From an optimization exercise on the open Yosys and OpenROAD flow, aimed at small area; shortcuts taken in it are not production practice.
Where RTL was checked, it was by simulation tests only, not by an equivalence proof against the original.
No activity file was given, so power comes from the tool's default toggle rates.

==> fjord: inputs <==
==> flow/design.v <==
`default_nettype none
package rv32i_pkg;
    localparam int xlen = 32;
    typedef logic [xlen-1:0] rv32i_word;
    typedef logic [4:0]      rv32i_reg;
    localparam rv32i_word reset_pc  = 32'h0000_0000;
    localparam rv32i_word nop_instr = 32'h0000_0013;
    typedef enum logic [6:0] {
        op_lui   = 7'b0110111,
        op_auipc = 7'b0010111,
        op_jal   = 7'b1101111,
        op_jalr  = 7'b1100111,
        op_br    = 7'b1100011,
        op_imm   = 7'b0010011,
        op_reg   = 7'b0110011
    } rv32i_opcode_t;
    typedef enum logic [3:0] {
        alu_add,
        alu_sub,
        alu_sll,
        alu_slt,
        alu_sltu,
        alu_xor,
        alu_srl,
        alu_sra,
        alu_or,
        alu_and,
        alu_pass_b
    } alu_ops_t;
    typedef enum logic [2:0] {
        beq  = 3'b000,
        bne  = 3'b001,
        blt  = 3'b100,
        bge  = 3'b101,
        bltu = 3'b110,
        bgeu = 3'b111
    } cmp_ops_t;
    typedef enum logic {
        rs1_out = 1'b0,
        pc_out  = 1'b1
    } alumux1_sel_t;
    typedef enum logic [2:0] {
        i_imm   = 3'd0,
        u_imm   = 3'd1,
        b_imm   = 3'd2,
        j_imm   = 3'd3,
        rs2_out = 3'd4
    } alumux2_sel_t;
endpackage
`default_nettype wire
`timescale 1ns/1ps
`default_nettype none
module rv32i_core
(
    input  logic        clk,
    input  logic        rst,
    output logic [31:0] fetch_pc,
    input  logic [31:0] fetch_instr,
    output logic        retire_valid,
    output logic [31:0] retire_pc,
    output logic [4:0]  retire_rd,
    output logic [31:0] retire_value
);
    logic [3:0]  ph;
    logic        clr;
    logic [1:0]  st;
    logic [31:0] R;
    logic [31:0] N;
    logic        ca;
    logic        cb;
    logic        z;
    wire last  = (ph == 4'd15);
    wire first = (ph == 4'd0);
    wire [31:0] ins = fetch_instr;
    wire [6:0]  opc = ins[6:0];
    wire [2:0]  f3  = ins[14:12];
    wire [6:0]  f7  = ins[31:25];
    wire [4:0]  rd  = ins[11:7];
    wire [4:0]  rs1 = ins[19:15];
    wire [4:0]  rs2 = ins[24:20];
    wire is_lui   = (opc == 7'b0110111);
    wire is_auipc = (opc == 7'b0010111);
    wire is_jal   = (opc == 7'b1101111);
    wire is_jalr  = (opc == 7'b1100111) && (f3 == 3'b000);
    wire is_br    = (opc == 7'b1100011) && (f3[2:1] != 2'b01);
    wire is_imm   = (opc == 7'b0010011) &&
                    ((f3 == 3'b001) ? (f7 == 7'b0000000) :
                     (f3 == 3'b101) ? (f7 == 7'b0000000 || f7 == 7'b0100000) : 1'b1);
    wire is_reg   = (opc == 7'b0110011) &&
                    (f7 == 7'b0000000 || (f7 == 7'b0100000 && (f3 == 3'b000 || f3 == 3'b101)));
    wire is_alu   = is_imm || is_reg;
    wire is_shift = is_alu && (f3[1:0] == 2'b01);
    wire is_slt   = is_alu && (f3[2:1] == 2'b01);
    wire legal    = is_lui || is_auipc || is_jal || is_jalr || is_br || is_alu;
    wire is_sub   = is_reg && (f3 == 3'b000) && ins[30];
    wire is_sra   = ins[30];
    wire two_reg  = is_reg || is_br;
    logic [1:0] fin;
    always_comb
    begin
        if (is_shift)
            fin = 2'd3;
        else if (is_slt)
            fin = is_reg ? 2'd2 : 2'd1;
        else if (is_reg)
            fin = 2'd1;
        else
            fin = 2'd0;
    end
    wire at_fin = (st == fin);
    wire cmp_slt = is_slt && (st == fin - 2'd1);
    logic [31:0] imm;
    always_comb
    begin
        if (is_lui || is_auipc)
            imm = {ins[31:12], 12'd0};
        else if (is_jal)
            imm = {{12{ins[31]}}, ins[19:12], ins[20], ins[30:21], 1'b0};
        else if (opc[6:2] == 5'b11000)
            imm = {{20{ins[31]}}, ins[7], ins[30:25], ins[11:8], 1'b0};
        else
            imm = {{21{ins[31]}}, ins[30:20]};
    end
    wire [1:0] immp = imm[{ph, 1'b0} +: 2];
    wire [1:0] pcp  = fetch_pc[{ph, 1'b0} +: 2];
    logic [1:0] tap [0:31];
    logic [1:0] rin;
    logic       wq;
    logic       clq;
    logic [4:0] rdq;
    wire        wr = !clr && legal && !is_br && at_fin && (rd != 5'd0);
    assign tap[0] = 2'b00;
    genvar gr;
    generate
        for (gr = 1; gr < 32; gr++)
        begin : g_reg
            logic [31:0] ring;
            wire we = clq || (wq && rdq == 5'(gr));
            always_ff @(posedge clk)
                ring <= {ring[1:0], we ? R[31:30] : ring[31:30], ring[29:2]};
            assign tap[gr] = ring[1:0];
        end
    endgenerate
    wire [4:0] ridx = (st == 2'd0 && two_reg) ? rs2 : rs1;
    wire [1:0] a    = tap[ridx];
    wire tgt_rev = is_br && (st == 2'd2);    
    wire use_pc  = is_auipc || is_jal || tgt_rev;
    wire use_imm = !two_reg || tgt_rev;
    wire inv     = is_sub || is_slt || (is_br && !tgt_rev);
    wire [1:0] op1  = is_lui ? 2'b00 : (use_pc ? pcp : a);
    wire [1:0] op2r = use_imm ? immp : N[1:0];
    wire [1:0] op2  = inv ? ~op2r : op2r;
    wire       cin  = first ? inv : ca;
    wire       c1   = (op1[0] & op2[0]) | (op1[0] & cin) | (op2[0] & cin);
    wire       cout = (op1[1] & op2[1]) | (op1[1] & c1) | (op2[1] & c1);
    wire [1:0] sum  = {op1[1] ^ op2[1] ^ c1, op1[0] ^ op2[0] ^ cin};
    wire zero  = (sum == 2'b00) && (first || z);
    wire lt    = (op1[1] ^ op2r[1]) ? op1[1] : sum[1];
    wire ltu   = !cout;
    wire taken = f3[0] ^ (f3[2] ? (f3[1] ? ltu : lt) : zero);
    logic [1:0] alu;
    always_comb
    begin
        case (f3)
            3'b100:  alu = op1 ^ op2r;
            3'b110:  alu = op1 | op2r;
            3'b111:  alu = op1 & op2r;
            default: alu = sum;
        endcase
        if (!is_alu)
            alu = sum;
    end
    wire       bcin  = (ph == 4'd1) ? 1'b1 : (first ? 1'b0 : cb);
    wire       bc1   = pcp[0] & bcin;
    wire [1:0] pc4   = {pcp[1] ^ bc1, pcp[0] ^ bcin};
    wire       bcout = pcp[1] & bc1;
    wire [4:0] sh    = rdq;
    wire       d     = cb;
    wire       fl    = z;
    wire       right = f3[2];
    wire [4:0] t     = right ? sh : (5'd0 - sh);
    wire [3:0] m     = t[4:1] + {3'd0, t[0]};
    wire [1:0] P     = N[{m, 1'b0} +: 2];
    wire [5:0] plo   = {1'b0, ph, 1'b0} + {1'b0, sh};
    wire [5:0] phi   = {1'b0, ph, 1'b1} + {1'b0, sh};
    wire       vlo   = right ? !plo[5] : ({ph, 1'b0} >= sh);
    wire       vhi   = right ? !phi[5] : ({ph, 1'b1} >= sh);
    wire       fill  = right && is_sra && fl;
    wire [1:0] shr   = t[0] ? {P[0], d} : P;
    wire [1:0] shx   = {vhi ? shr[1] : fill, vlo ? shr[0] : fill};
    logic [1:0] nin;
    always_comb
    begin
        rin = alu;
        nin = pc4;
        if (is_shift)
        begin
            case (st)
                2'd0:    rin = is_reg ? a : immp;
                2'd1:    nin = a;
                2'd2:
                begin
                    rin = shx;
                    nin = N[1:0];
                end
                default: rin = R[1:0];
            endcase
        end
        else
        begin
            if (two_reg && st == 2'd0)
                nin = a;
            if (is_br)
                rin = 2'b00;
            if (tgt_rev)
                nin = sum;
            if (is_slt)
                rin = {1'b0, first && fl};
            if (is_jal || is_jalr)
                rin = pc4;
            if (is_jal)
                nin = sum;
            else if (is_jalr)
                nin = {sum[1], sum[0] && !first};
        end
        if (clr)
        begin
            nin = 2'b00;
            rin = 2'b00;
        end
    end
    wire [31:0] R_d = {rin, R[31:2]};
    wire [31:0] N_d = {nin, N[31:2]};
    wire retire = !clr && legal && (is_br ? (st == 2'd2 || (st == 2'd1 && !taken)) : at_fin);
    wire load   = clr || !legal || retire;
    assign retire_valid = last && retire;
    assign retire_pc    = fetch_pc;
    assign retire_rd    = is_br ? 5'd0 : rd;
    assign retire_value = R_d;
    always_ff @(posedge clk)
    begin
        R  <= R_d;
        N  <= N_d;
        ca <= cout;
        wq  <= wr;
        clq <= clr;
        if (is_shift && (st == 2'd1 || st == 2'd2))
            cb <= (st == 2'd1 && m == 4'd0) ? a[1] : P[1];
        else
            cb <= bcout;
        if (is_shift && (st == 2'd1 || st == 2'd2))
            rdq <= rdq;
        else if (is_shift && st == 2'd0 && last)
            rdq <= R_d[4:0];
        else
            rdq <= rd;
        if (is_shift && st == 2'd2)
            z <= z;
        else if (last && is_shift && st == 2'd1)
            z <= a[1];
        else if (last && cmp_slt)
            z <= f3[0] ? ltu : lt;
        else
            z <= zero;
        if (rst)
        begin
            ph  <= 4'd0;
            clr <= 1'b1;
            st  <= 2'd0;
        end
        else
        begin
            ph <= ph + 4'd1;
            if (last)
            begin
                clr <= 1'b0;
                if (load)
                    fetch_pc <= N_d;
                if (load)
                    st <= 2'd0;
                else
                    st <= st + 2'd1;
            end
        end
    end
endmodule
`default_nettype wire
==> flow/flow/run.sh <==
#!/bin/bash
set -euo pipefail
rm -rf scripts_abc
cp -r "$FLOW_HOME/scripts" scripts_abc
cp flow/abc_area.script scripts_abc/abc_area.script
export SCRIPTS_DIR="$PWD/scripts_abc"
export CTS_ARGS="-sink_clustering_enable -repair_clock_nets -sink_clustering_size 19 -sink_clustering_max_diameter 70 -buf_list sky130_fd_sc_hd__clkbuf_8 -dont_use_dummy_load"
export BUFFER_PORTS_ARGS="-buffer_cell sky130_fd_sc_hd__buf_1"
bash standard.sh > standard_flow.log 2>&1
==> flow/flow/abc_area.script <==
strash
&get -n
&dch -f
&nf -R 1000
&put
strash
dch
map -a
strash
dch
map -a
topo
==> flow/standard.sh <==
#!/bin/bash
# synth_recipe.tcl (not shown) runs the flow's synth.tcl, then flattens the netlist and writes it again
# the make line also repeats each setting of config.mk as NAME=value (left out here)
make -C /OpenROAD-flow-scripts/flow DESIGN_CONFIG=/design/flow/config.mk WORK_HOME=/design/flow/orfs CLKGATE_MAP_FILE= SYNTH_SCRIPT=/design/flow/synth_recipe.tcl "${@:-finish}"
==> flow/config.mk <==
export PLATFORM = sky130hd
export DESIGN_NAME = rv32i_core
export DESIGN_NICKNAME = rv32i_core
export VERILOG_FILES = /design/flow/design.v
export SDC_FILE = /design/flow/constraint.sdc
export NUM_CORES = 4
export LEC_CHECK = 0
export ABC_AREA = 1
export CAP_MARGIN = 20
export CORE_MARGIN = 2
export CORE_UTILIZATION = 50
export CTS_CLUSTER_DIAMETER = 100
export CTS_CLUSTER_SIZE = 30
export SLEW_MARGIN = 20
==> flow/constraint.sdc <==
create_clock -name core_clock -period 10.0 [get_ports {clk}]
set_input_delay 2.0000 -clock core_clock [delete_from_list [all_inputs] [get_ports {clk}]]
set_output_delay 2.0000 -clock core_clock [all_outputs]
set_load 0.01 [all_outputs]
==> nickel: changes against fjord <==
==> flow/flow/run.sh (replaced) <==
#!/bin/bash
set -euo pipefail
rm -rf scripts_abc
cp -r "$FLOW_HOME/scripts" scripts_abc
cp flow/abc_area.script scripts_abc/abc_area.script
export SCRIPTS_DIR="$PWD/scripts_abc"
export CTS_ARGS="-sink_clustering_enable -repair_clock_nets -sink_clustering_size 22 -sink_clustering_max_diameter 50 -buf_list sky130_fd_sc_hd__clkbuf_8 -dont_use_dummy_load"
export BUFFER_PORTS_ARGS="-buffer_cell sky130_fd_sc_hd__buf_1"
bash standard.sh > standard_flow.log 2>&1
==> zinc: changes against fjord <==
==> flow/design.v (replaced) <==
`default_nettype none
package rv32i_pkg;
    localparam int xlen = 32;
    typedef logic [xlen-1:0] rv32i_word;
    typedef logic [4:0]      rv32i_reg;
    localparam rv32i_word reset_pc  = 32'h0000_0000;
    localparam rv32i_word nop_instr = 32'h0000_0013;
    typedef enum logic [6:0] {
        op_lui   = 7'b0110111,
        op_auipc = 7'b0010111,
        op_jal   = 7'b1101111,
        op_jalr  = 7'b1100111,
        op_br    = 7'b1100011,
        op_imm   = 7'b0010011,
        op_reg   = 7'b0110011
    } rv32i_opcode_t;
    typedef enum logic [3:0] {
        alu_add,
        alu_sub,
        alu_sll,
        alu_slt,
        alu_sltu,
        alu_xor,
        alu_srl,
        alu_sra,
        alu_or,
        alu_and,
        alu_pass_b
    } alu_ops_t;
    typedef enum logic [2:0] {
        beq  = 3'b000,
        bne  = 3'b001,
        blt  = 3'b100,
        bge  = 3'b101,
        bltu = 3'b110,
        bgeu = 3'b111
    } cmp_ops_t;
    typedef enum logic {
        rs1_out = 1'b0,
        pc_out  = 1'b1
    } alumux1_sel_t;
    typedef enum logic [2:0] {
        i_imm   = 3'd0,
        u_imm   = 3'd1,
        b_imm   = 3'd2,
        j_imm   = 3'd3,
        rs2_out = 3'd4
    } alumux2_sel_t;
endpackage
`default_nettype wire
`timescale 1ns/1ps
`default_nettype none
module rv32i_core
(
    input  logic        clk,
    input  logic        rst,
    output logic [31:0] fetch_pc,
    input  logic [31:0] fetch_instr,
    output logic        retire_valid,
    output logic [31:0] retire_pc,
    output logic [4:0]  retire_rd,
    output logic [31:0] retire_value
);
    logic [3:0]  ph;
    logic        clr;
    logic [1:0]  st;
    logic [31:0] R;
    logic [31:0] N;
    logic        wbv;
    logic [4:0]  wbrd;
    logic        ca;
    logic        cb;
    logic        z;
    logic        sg;
    wire last = (ph == 4'd15);
    wire first = (ph == 4'd0);
    wire [31:0] ins = fetch_instr;
    wire [6:0]  opc = ins[6:0];
    wire [2:0]  f3  = ins[14:12];
    wire [6:0]  f7  = ins[31:25];
    wire [4:0]  rd  = ins[11:7];
    wire [4:0]  rs1 = ins[19:15];
    wire [4:0]  rs2 = ins[24:20];
    wire is_lui   = (opc == 7'b0110111);
    wire is_auipc = (opc == 7'b0010111);
    wire is_jal   = (opc == 7'b1101111);
    wire is_jalr  = (opc == 7'b1100111) && (f3 == 3'b000);
    wire is_br    = (opc == 7'b1100011) && (f3[2:1] != 2'b01);
    wire is_imm   = (opc == 7'b0010011) &&
                    ((f3 == 3'b001) ? (f7 == 7'b0000000) :
                     (f3 == 3'b101) ? (f7 == 7'b0000000 || f7 == 7'b0100000) : 1'b1);
    wire is_reg   = (opc == 7'b0110011) &&
                    (f7 == 7'b0000000 || (f7 == 7'b0100000 && (f3 == 3'b000 || f3 == 3'b101)));
    wire is_alu   = is_imm || is_reg;
    wire is_shift = is_alu && (f3[1:0] == 2'b01);
    wire legal    = is_lui || is_auipc || is_jal || is_jalr || is_br || is_alu;
    wire is_slt   = is_alu && (f3[2:1] == 2'b01);
    wire is_sub   = is_reg && (f3 == 3'b000) && ins[30];
    wire is_sra   = ins[30];
    logic [31:0] imm;
    always_comb
    begin
        if (is_lui || is_auipc)
            imm = {ins[31:12], 12'd0};
        else if (is_jal)
            imm = {{12{ins[31]}}, ins[19:12], ins[20], ins[30:21], 1'b0};
        else if (opc[6:2] == 5'b11000)
            imm = {{20{ins[31]}}, ins[7], ins[30:25], ins[11:8], 1'b0};
        else
            imm = {{21{ins[31]}}, ins[30:20]};
    end
    wire [1:0] immp = imm[{ph, 1'b0} +: 2];
    wire [1:0] pcp  = fetch_pc[{ph, 1'b0} +: 2];
    logic [1:0] tap [0:31];
    logic [1:0] wdata;
    assign wdata = clr ? 2'b00 : R[1:0];
    assign tap[0] = 2'b00;
    genvar gr;
    generate
        for (gr = 1; gr < 32; gr++)
        begin : g_reg
            logic [31:0] ring;
            wire we = clr || (wbv && wbrd == 5'(gr));
            always_ff @(posedge clk)
                ring <= {we ? wdata : ring[1:0], ring[31:2]};
            assign tap[gr] = ring[1:0];
        end
    endgenerate
    wire       two_reg = is_reg || is_br;
    wire [4:0] ridx    = (st == 2'd0 && two_reg) ? rs2 : rs1;
    wire [1:0] a       = (wbv && wbrd == ridx) ? R[1:0] : tap[ridx];
    wire is_rr = (is_reg && !is_shift) || is_br;
    wire tgt_rev = is_br && (st == 2'd2);    
    wire use_pc  = is_auipc || is_jal || tgt_rev;
    wire use_imm = !is_rr || tgt_rev;
    wire inv     = is_sub || is_slt || (is_br && !tgt_rev);
    wire [1:0] op1  = is_lui ? 2'b00 : (use_pc ? pcp : a);
    wire [1:0] op2r = use_imm ? immp : N[1:0];
    wire [1:0] op2  = inv ? ~op2r : op2r;
    wire       cin  = first ? inv : ca;
    wire       c1   = (op1[0] & op2[0]) | (op1[0] & cin) | (op2[0] & cin);
    wire       cout = (op1[1] & op2[1]) | (op1[1] & c1) | (op2[1] & c1);
    wire [1:0] sum  = {op1[1] ^ op2[1] ^ c1, op1[0] ^ op2[0] ^ cin};
    wire zero = (sum == 2'b00) && (first || z);
    wire lt   = (op1[1] ^ op2r[1]) ? op1[1] : sum[1];
    wire ltu  = !cout;
    wire eq   = zero;
    wire taken = f3[0] ^ (f3[2] ? (f3[1] ? ltu : lt) : eq);
    logic [1:0] alu;
    always_comb
    begin
        case (f3)
            3'b100:  alu = op1 ^ op2r;
            3'b110:  alu = op1 | op2r;
            3'b111:  alu = op1 & op2r;
            3'b010,
            3'b011:  alu = 2'b00;
            default: alu = sum;
        endcase
        if (!is_alu)
            alu = sum;
    end
    wire       bcin = (ph == 4'd1) ? 1'b1 : (first ? 1'b0 : cb);
    wire       bc1  = pcp[0] & bcin;
    wire [1:0] pc4  = {pcp[1] ^ bc1, pcp[0] ^ bcin};
    wire       bcout = pcp[1] & bc1;
    wire [4:0] sh     = wbrd;
    wire       right  = f3[2];
    wire [4:0] tlo    = right ? sh : (5'd0 - sh);
    wire [4:0] thi    = tlo + 5'd1;
    wire [5:0] plo    = {1'b0, ph, 1'b0} + {1'b0, sh};
    wire [5:0] phi    = {1'b0, ph, 1'b1} + {1'b0, sh};
    wire [4:0] two_c  = {ph, 1'b0};
    wire       vlo    = right ? !plo[5] : (two_c >= sh);
    wire       vhi    = right ? !phi[5] : ({ph, 1'b1} >= sh);
    wire       fill   = right && is_sra && sg;
    wire [1:0] shx    = {vhi ? N[thi] : fill, vlo ? N[tlo] : fill};
    logic [1:0] rin;
    logic [1:0] nin;
    always_comb
    begin
        rin = alu;
        nin = pc4;
        if (is_shift)
        begin
            case (st)
                2'd0:    rin = is_reg ? a : immp;
                2'd1:    nin = a;
                2'd2:
                begin
                    rin = shx;
                    nin = N[1:0];
                end
                default: rin = R[1:0];
            endcase
        end
        else if (is_rr)
        begin
            if (st == 2'd0)
                nin = a;
            if (is_br)
                rin = 2'b00;
            if (tgt_rev)
                nin = sum;
        end
        else
        begin
            if (is_jal || is_jalr)
                rin = pc4;
            if (is_jal)
                nin = sum;
            else if (is_jalr)
                nin = {sum[1], sum[0] & !first};
        end
        if (clr)
            nin = 2'b00;
    end
    wire        slt_fix = last && (st == 2'd1 || !is_reg) && is_slt;
    wire [31:0] R_d = {rin, R[31:3], slt_fix ? (f3[0] ? ltu : lt) : R[2]};
    wire [31:0] N_d = {nin, N[31:2]};
    wire retire = !clr && legal &&
                  (is_shift ? (st == 2'd3) :
                   is_rr    ? (st == 2'd2 || (st == 2'd1 && !(is_br && taken))) :
                              1'b1);
    wire load   = clr || (st == 2'd0 && !legal) || retire;
    assign retire_valid = last && retire;
    assign retire_pc    = fetch_pc;
    assign retire_rd    = is_br ? 5'd0 : rd;
    assign retire_value = R_d;
    always_ff @(posedge clk)
    begin
        R  <= R_d;
        N  <= N_d;
        ca <= cout;
        cb <= bcout;
        z  <= zero;
        if (last && st == 2'd1)
            sg <= a[1];
        if (rst)
        begin
            ph  <= 4'd0;
            clr <= 1'b1;
            st  <= 2'd0;
            wbv <= 1'b0;
        end
        else
        begin
            ph <= ph + 4'd1;
            if (last)
            begin
                clr <= 1'b0;
                wbv <= 1'b0;
                if (load)
                    fetch_pc <= N_d;
                if (retire)
                begin
                    wbv  <= !is_br && (rd != 5'd0);
                    wbrd <= rd;
                end
                if (clr || !legal || retire)
                    st <= 2'd0;
                else
                    st <= st + 2'd1;
                if (is_shift && st == 2'd0)
                    wbrd <= R_d[4:0];
            end
        end
    end
endmodule
`default_nettype wire
==> flow/run.sh (new file) <==
#!/bin/bash
# synth_recipe.tcl (not shown) runs the flow's synth.tcl, then flattens the netlist and writes it again
# the make line also repeats each setting of config.mk as NAME=value (left out here)
make -C /OpenROAD-flow-scripts/flow DESIGN_CONFIG=/design/flow/config.mk WORK_HOME=/design/flow/orfs CLKGATE_MAP_FILE= SYNTH_SCRIPT=/design/flow/synth_recipe.tcl finish
CTS_BUF_LIST = sky130_fd_sc_hd__clkbuf_4   (was default)
CTS_CLUSTER_DIAMETER = default   (was 100)
removed: flow/flow/run.sh
removed: flow/flow/abc_area.script
removed: flow/standard.sh
==> summary.txt <==
Seq pwr share - 54.8%
Fmax - 0.113 GHz
Routing usage on met1 - 25.4%
Util after Layout - 59.8%
Status - complete, no violations
Die Y-Extent - 240 um
Syn_area_per_cell - 13.0 um2
CP delay by family, top - simple AND/OR/NAND/NOR gates
Source of the figures above: zinc

==> summary.txt <==
Seq pwr share - 68.6%
Syn_area_per_cell - 14.0 um2
Routing usage on met1 - 25.9%
Die Y-Extent - 236 um
CP delay by family, top - compound AO/OA/AOI/OAI gates
Util after Layout - 54.8%
Status - complete, no violations
Source of the figures above: nickel

==> summary.txt <==
CP delay by family, top - compound AO/OA/AOI/OAI gates
Commonest non-fill, non-tap cells in the layout - dfxtp_1, buf_1, o21ai_0
Die Y-Extent - 236 um
Util after Layout - 54.7%
Status - complete, no violations
Busiest grt layer - met2
Most common cell after layout, fill and taps aside - dfxtp_1
Hold Crit Class - reg -> reg
Final setup fails - 0
Fmax - 0.106 GHz
Seq pwr share - 69.0%
Routing usage on met1 - 26.0%
Source of the figures above: fjord

No functional check of the RTL was part of zinc.

port drivers added, routing unchanged:
How much do the figures lean on ideal ports? The routed layouts below were timed once more, with nothing changed but the port constraints.
Step 1 sets driving cells, clkbuf_16 on the clock port and buf_2 on the other inputs (assumed; they add their load-dependent delay and slew).
Step 2 also shifts input and output timing later by t, the mid clock arrival at the registers, as if the neighbouring blocks saw the same clock.
Three values: ideal ports, drivers, drivers and shift; two values: the first two.
run	shift t [ns]	setup WS [ns]	worst hold slack (ns)	worst register clock-pin slew, ns	pins driven straight from the clock port
fjord	0.714	0.601 / 0.568 / 0.568	0.280 / 0.280 / 0.280	0.11 / 0.11	1
nickel	0.683	0.598 / 0.565 / 0.565	0.236 / 0.236 / 0.236	0.12 / 0.12	1
zinc	1.032	1.121 / 1.087 / 1.087	0.274 / 0.274 / 0.274	0.08 / 0.08	1
After both steps every run listed still meets setup and hold. For zinc, which loses most, drivers alone change the setup slack by -0.034 ns; drivers and shift together by -0.034 ns.
